Context: an optimization exercise on an open-source flow, tuned for small area. The choices shown serve that exercise and are no tape-out recipe.
In this exercise RTL edits were held to simulation tests only and were not proved equivalent to the original.
No activity file was given, so power comes from the tool's default toggle rates.

red:
Design alu_issue_stage, start of the top module:
module alu_issue_stage #(
  parameter int N    = 32,
  parameter int NREG = 32,
  parameter int AW   = $clog2(NREG)
) (
  input  logic          clk,
  input  logic          rst,
  input  logic          cmd_valid,
  output logic          cmd_ready,
  input  logic [3:0]    cmd_op,
  input  logic [AW-1:0] cmd_rd,
  input  logic [AW-1:0] cmd_rs,
  input  logic [AW-1:0] cmd_rt,
  input  logic          ld_en,
  input  logic [AW-1:0] ld_addr,
  input  logic [N-1:0]  ld_data,
  output logic [N-1:0]  alu_X,
  output logic [N-1:0]  alu_Y,
  output logic [3:0]    alu_op,
  input  logic [N-1:0]  alu_Z,
  input  logic          alu_equal,
  input  logic          alu_overflow,
  input  logic          alu_zero,
  output logic          wb_valid,
  output logic [AW-1:0] wb_rd,
  output logic [N-1:0]  wb_data,
  output logic          flag_equal,
  output logic          flag_zero,
  output logic          flag_ovf,
  output logic          sticky_ovf,
  input  logic          flag_clr,
  output logic          bad_op,
  input  logic [AW-1:0] dbg_addr,
  output logic [N-1:0]  dbg_data,
  output logic [1:0]    dbg_state
);
Size: about 3600 cells after synthesis, about 1100 flip-flops, roughly 250 I/O pins, ~42000 um^2 of cells after synthesis.
clock: 8.0 ns
lec_check: 0
cap_margin: 0
core_margin: 2
core_utilization: 55
cts_buf_list: sky130_fd_sc_hd__clkbuf_8
cts_cluster_diameter: 60
cts_cluster_size: 16
place_density: 0.7
slew_margin: 0
synth_hierarchical: 1
standard.sh (not shown) runs the stock make flow with config.mk's settings and CLKGATE_MAP_FILE= SYNTH_SCRIPT=/design/flow/synth_recipe.tcl, a recipe that flattens the netlist after the stock synthesis.
==> flow/flow/run.sh <==
#!/bin/bash
# Standard ORFS layout with two changes: port buffers use the smallest
# buffer, and clock tree synthesis inserts no dummy loads.
set -euo pipefail
export BUFFER_PORTS_ARGS="-buffer_cell sky130_fd_sc_hd__buf_1"
export CTS_ARGS="-sink_clustering_enable -repair_clock_nets -dont_use_dummy_load -sink_clustering_size 16 -sink_clustering_max_diameter 60 -buf_list sky130_fd_sc_hd__clkbuf_8"
bash standard.sh > flow_make.log 2>&1
red: full flow OK, the timing, DRC and antenna checks passed
### red -> blue
Settings: swapping 0 for 10 in SLEW_MARGIN; clearing CTS_CLUSTER_SIZE, which used to be 16; swapping 0 for 10 in CAP_MARGIN; swapping 55 for 60 in CORE_UTILIZATION; clearing CTS_CLUSTER_DIAMETER, which used to be 60.
==> flow/run.sh (new file) <==
#!/bin/bash
# synth_recipe.tcl (not shown) runs the flow's synth.tcl, then flattens the netlist and writes it again
# the make line also repeats each setting of config.mk as NAME=value (left out here)
make -C /OpenROAD-flow-scripts/flow DESIGN_CONFIG=/design/flow/config.mk WORK_HOME=/design/flow/orfs CLKGATE_MAP_FILE= SYNTH_SCRIPT=/design/flow/synth_recipe.tcl finish
removed: flow/flow/run.sh
removed: flow/standard.sh
Results
state_q[1] as the startpoint of the worst setup timing path was reported by blue, and state_q[0] by red.
Going from red to blue, detailed-routing iteration count for the pre-antenna-repair pass now larger, total power consumption of the routed design went up about 15%, wire length lower.
Delta (blue minus red): via count climbed 845; area of the die down about 8%.

* * *

The RTL this note starts from:
==> flow/design.v <==
module alu_issue_stage #(
  parameter int N    = 32,
  parameter int NREG = 32,
  parameter int AW   = $clog2(NREG)
) (
  input  logic          clk,
  input  logic          rst,
  input  logic          cmd_valid,
  output logic          cmd_ready,
  input  logic [3:0]    cmd_op,
  input  logic [AW-1:0] cmd_rd,
  input  logic [AW-1:0] cmd_rs,
  input  logic [AW-1:0] cmd_rt,
  input  logic          ld_en,
  input  logic [AW-1:0] ld_addr,
  input  logic [N-1:0]  ld_data,
  output logic [N-1:0]  alu_X,
  output logic [N-1:0]  alu_Y,
  output logic [3:0]    alu_op,
  input  logic [N-1:0]  alu_Z,
  input  logic          alu_equal,
  input  logic          alu_overflow,
  input  logic          alu_zero,
  output logic          wb_valid,
  output logic [AW-1:0] wb_rd,
  output logic [N-1:0]  wb_data,
  output logic          flag_equal,
  output logic          flag_zero,
  output logic          flag_ovf,
  output logic          sticky_ovf,
  input  logic          flag_clr,
  output logic          bad_op,
  input  logic [AW-1:0] dbg_addr,
  output logic [N-1:0]  dbg_data,
  output logic [1:0]    dbg_state
);
  localparam logic [1:0] S_IDLE = 2'd0;
  localparam logic [1:0] S_EXEC = 2'd1;
  localparam logic [1:0] S_WB   = 2'd2;
  localparam logic [1:0] S_TRAP = 2'd3;
  logic [1:0]    state_q, state_d;
  logic          in_idle, in_wb;
  logic [N-1:0]  regs_q [NREG];    
  logic [N-1:0]  regs_d [NREG];
  logic [NREG-1:0] vld_q;          
  logic [N-1:0]  xz_q;             
  logic [AW-1:0] rt_q;             
  logic [3:0]    op_q;             
  logic [AW-1:0] rd_q;             
  logic          eq_q, zero_q, ovf_q;
  logic          sticky_q;
  logic          op_reserved, op_arith;
  logic          accept;
  logic [AW-1:0] pa_addr;
  logic [NREG-1:0] pa_sel, pd_sel, pa_sel_n, pd_sel_n;
  logic [N-1:0]  pa_data, pd_data;
  logic          we;
  logic [AW-1:0] wa;
  logic [N-1:0]  wd, wd_n;
  logic [NREG-1:0] row_hit, row_we, row_nwe;
  assign in_idle = (state_q == S_IDLE);
  assign in_wb   = (state_q == S_WB);
  assign op_reserved = (op_q == 4'd4) || (op_q >= 4'd11);
  assign op_arith    = (op_q == 4'd5) || (op_q == 4'd6);
  assign cmd_ready = in_idle && !ld_en;
  assign accept    = cmd_ready && cmd_valid;
  always_comb begin
    state_d = state_q;
    case (state_q)
      S_IDLE: if (accept) state_d = S_EXEC;
      S_EXEC: state_d = S_WB;
      S_WB:   state_d = ovf_q ? S_TRAP : S_IDLE;
      S_TRAP: if (flag_clr) state_d = S_IDLE;
      default: state_d = S_IDLE;
    endcase
  end
  always_ff @(posedge clk or posedge rst) begin
    if (rst) begin
      state_q  <= S_IDLE;
      sticky_q <= 1'b0;
    end else begin
      state_q  <= state_d;
      if (flag_clr)            sticky_q <= 1'b0;
      else if (in_wb && ovf_q) sticky_q <= 1'b1;
    end
  end
  assign pa_addr = in_idle ? cmd_rs : rt_q;
  always_comb begin
    pa_sel_n = '1;
    pd_sel_n = '1;
    for (int i = 1; i < NREG; i++) begin
      pa_sel_n[i] = !((pa_addr == i) && vld_q[i]);
      pd_sel_n[i] = !((dbg_addr == i) && vld_q[i]);
    end
  end
  assign pa_sel[0] = 1'b0;
  assign pd_sel[0] = 1'b0;
  for (genvar i = 1; i < NREG; i++) begin : g_rsel
    ais_inv u_pa (.a(pa_sel_n[i]), .y(pa_sel[i]));
    ais_inv u_pd (.a(pd_sel_n[i]), .y(pd_sel[i]));
  end
  for (genvar b = 0; b < N; b++) begin : g_rd
    logic [NREG-1:0] col;
    for (genvar i = 0; i < NREG; i++) begin : g_col
      assign col[i] = regs_q[i][b];
    end
    ais_read31 u_pa (.sel(pa_sel[NREG-1:1]), .d(col[NREG-1:1]), .y(pa_data[b]));
    ais_read31 u_pd (.sel(pd_sel[NREG-1:1]), .d(col[NREG-1:1]), .y(pd_data[b]));
  end
  always_ff @(posedge clk) begin
    xz_q   <= in_idle ? pa_data : alu_Z;
    rt_q   <= cmd_rt;
    eq_q   <= alu_equal;
    zero_q <= alu_zero;
    ovf_q  <= alu_overflow && op_arith;
    if (in_idle) begin
      op_q <= cmd_op;
      rd_q <= cmd_rd;
    end
  end
  assign wa = in_idle ? ld_addr : rd_q;
  for (genvar b = 0; b < N; b++) begin : g_wd
    ais_mux2i u_m (.a(xz_q[b]), .b(ld_data[b]), .s(in_idle), .y(wd_n[b]));
    ais_inv   u_i (.a(wd_n[b]), .y(wd[b]));
  end
  assign we = in_idle ? ld_en : (in_wb && !op_reserved && !ovf_q);
  always_comb begin
    row_hit = '0;
    for (int i = 1; i < NREG; i++) row_hit[i] = we && (wa == i);
  end
  assign row_nwe[0] = 1'b1;
  assign row_we[0]  = 1'b0;
  for (genvar i = 1; i < NREG; i++) begin : g_wen
    ais_inv u_n (.a(row_hit[i]), .y(row_nwe[i]));
    ais_inv u_p (.a(row_nwe[i]), .y(row_we[i]));
  end
  always_ff @(posedge clk or posedge rst) begin
    if (rst) begin
      vld_q <= '0;
    end else begin
      for (int i = 1; i < NREG; i++)
        if (row_hit[i]) vld_q[i] <= 1'b1;
    end
  end
  assign regs_d[0] = '0;
  for (genvar i = 1; i < NREG; i++) begin : g_row
    for (genvar b = 0; b < N; b++) begin : g_bit
      ais_wsel u_w (.q(regs_q[i][b]), .d(wd[b]), .we(row_we[i]), .nwe(row_nwe[i]),
                    .y(regs_d[i][b]));
    end
  end
  always_ff @(posedge clk) begin
    for (int i = 1; i < NREG; i++) regs_q[i] <= regs_d[i];
  end
  always_comb begin
    alu_X      = xz_q;
    alu_Y      = pa_data;
    alu_op     = op_q;
    wb_valid   = in_wb;
    wb_rd      = rd_q;
    wb_data    = xz_q;
    flag_equal = eq_q && !op_reserved;
    flag_zero  = zero_q && !op_reserved;
    flag_ovf   = ovf_q;
    sticky_ovf = sticky_q;
    bad_op     = in_wb && op_reserved;
    dbg_data   = pd_data;
    dbg_state  = state_q;
  end
endmodule
module ais_wsel (
  input  logic q,
  input  logic d,
  input  logic we,
  input  logic nwe,
  output logic y
);
  assign y = (q | we) & (d | nwe);
endmodule
module ais_read31 (
  input  logic [30:0] sel,
  input  logic [30:0] d,
  output logic        y
);
  logic [10:0] t_n;
  for (genvar g = 0; g < 10; g++) begin : g_aoi
    ais_aoi222 u_a (.a(d[3*g+2:3*g]), .s(sel[3*g+2:3*g]), .y(t_n[g]));
  end
  assign t_n[10] = !(d[30] && sel[30]);
  ais_nand11 u_n (.a(t_n), .y(y));
endmodule
module ais_aoi222 (
  input  logic [2:0] a,
  input  logic [2:0] s,
  output logic       y
);
  assign y = !((a[0] & s[0]) | (a[1] & s[1]) | (a[2] & s[2]));
endmodule
module ais_nand11 (
  input  logic [10:0] a,
  output logic        y
);
  assign y = !(&a);
endmodule
module ais_inv (
  input  logic a,
  output logic y
);
  assign y = !a;
endmodule
module ais_mux2i (
  input  logic a,
  input  logic b,
  input  logic s,
  output logic y
);
  assign y = !(s ? b : a);
endmodule
==> flow/config.mk <==
export PLATFORM = sky130hd
export DESIGN_NAME = alu_issue_stage
export DESIGN_NICKNAME = alu_issue_stage
export VERILOG_FILES = /design/flow/design.v
export SDC_FILE = /design/flow/constraint.sdc
export NUM_CORES = 4
export LEC_CHECK = 0
export CAP_MARGIN = 5
export CORE_MARGIN = 2
export CORE_UTILIZATION = 55
export CTS_BUF_LIST = sky130_fd_sc_hd__clkbuf_8
export CTS_CLUSTER_DIAMETER = 60
export CTS_CLUSTER_SIZE = 16
export GPL_TIMING_DRIVEN = 0
export PLACE_DENSITY = 0.7
export SLEW_MARGIN = 5
export SYNTH_HIERARCHICAL = 1
==> flow/constraint.sdc <==
create_clock -name core_clock -period 8.0 [get_ports {clk}]
set_input_delay 1.6000 -clock core_clock [delete_from_list [all_inputs] [get_ports {clk}]]
set_output_delay 1.6000 -clock core_clock [all_outputs]
set_load 0.01 [all_outputs]
==> flow/flow/run.sh <==
#!/bin/bash
# Standard ORFS layout with two changes: port buffers use the smallest
# buffer, and clock tree synthesis inserts no dummy loads.
set -euo pipefail
export BUFFER_PORTS_ARGS="-buffer_cell sky130_fd_sc_hd__buf_1"
export CTS_ARGS="-sink_clustering_enable -repair_clock_nets -dont_use_dummy_load -sink_clustering_size 16 -sink_clustering_max_diameter 60 -buf_list sky130_fd_sc_hd__clkbuf_8"
bash standard.sh > flow_make.log 2>&1
The starting point completed, yet does not pass: max-capacitance violations, max-slew violations.
Edit:
- CAP_MARGIN: 5 -> 10
- CORE_UTILIZATION: 55 -> 50
- GPL_TIMING_DRIVEN: 0 -> unset
- PLACE_DENSITY: 0.7 -> 0.6
- SLEW_MARGIN: 5 -> 10
After rerunning: With this change the flow completed with no timing, DRC or antenna violations. Sequential share of layout area came out lower by 0.39 points. Cell area is higher by 0.82%. Non-clock buffer count grows by 62. Power rose by 1.5%. Hold slack gets worse by 0.011 ns. Final cell count rises by about 3.5%. Die area rose by about 10%. Routed wire length came out higher by about 6%. Via count went up by about 0.9%.
Edit:
- CORE_UTILIZATION: 50 -> 55
- PLACE_DENSITY: 0.6 -> 0.7
=>
- clock power falls by about 3%
- power drops by about 1.7%
- critical path depth shrinks by 1
- synthesized area stays the same
- die area falls by 9.0%
- routed wire length fell by 8.2%
- first-iteration DRC count is higher by 9.9%
- fmax goes down by about 2.7%
- setup slack degrades by 0.19 ns
- sequential share of layout area rises by 0.20 points
Edit:
- CORE_UTILIZATION: 55 -> 50
- GPL_TIMING_DRIVEN: unset -> 0
- PLACE_DENSITY: 0.7 -> 0.6
Total power went up by about 2.3%.
First-iteration DRC count went down by about 11%.
Final cell count went up by about 2.2%.
Routed wire length went up by about 11%.
Global-route usage stays flat.
Core utilization went down by 3.8 points.
Setup slack is better by 0.53 ns.
Worst hold slack is worse by 0.0073 ns.

==> port drivers added, routing unchanged <==
The results above use ideal ports. As a check the final layouts listed here were re-extracted and re-timed, cells and wires unchanged. Step 1: set_driving_cell puts a clkbuf_16 on clk and a buf_2 on each other input, an assumption about the parent block. Step 2 adds t to the input delays and takes it off the output delays; t is the mean of the earliest and latest rising clock arrival at the registers after step 1. Input paths then give back, and output paths get back, about the clock's delay inside the block. Three values: ideal ports, drivers, drivers and shift; two values: the first two.
run | t, ns | slack for setup (ns) | latest minus earliest clock arrival (ns) | slew at the worst register clock pin (ns) | pins driven straight from the clock port
red | 0.787 | 0.872 / 0.802 / 1.322 | 0.090 / 0.089 | 0.11 / 0.11 | 1
blue | 0.891 | 0.496 / 0.426 / 0.887 | 0.046 / 0.046 | 0.07 / 0.07 | 1
the first run of note 2 | 0.788 | 1.176 / 1.103 / 1.158 | 0.079 / 0.079 | 0.11 / 0.11 | 1
the second run of note 2 | 0.807 | 1.230 / 1.160 / 1.318 | 0.070 / 0.071 | 0.11 / 0.11 | 1
the third run of note 2 | 0.788 | 1.043 / 0.972 / 1.428 | 0.060 / 0.060 | 0.11 / 0.11 | 1
the fourth run of note 2 | 0.796 | 1.568 / 1.532 / 1.532 | 0.066 / 0.066 | 0.11 / 0.11 | 1
The setup slack of the fourth run of note 2, which loses most, moves by -0.036 ns with the drivers and by -0.036 ns with both steps.
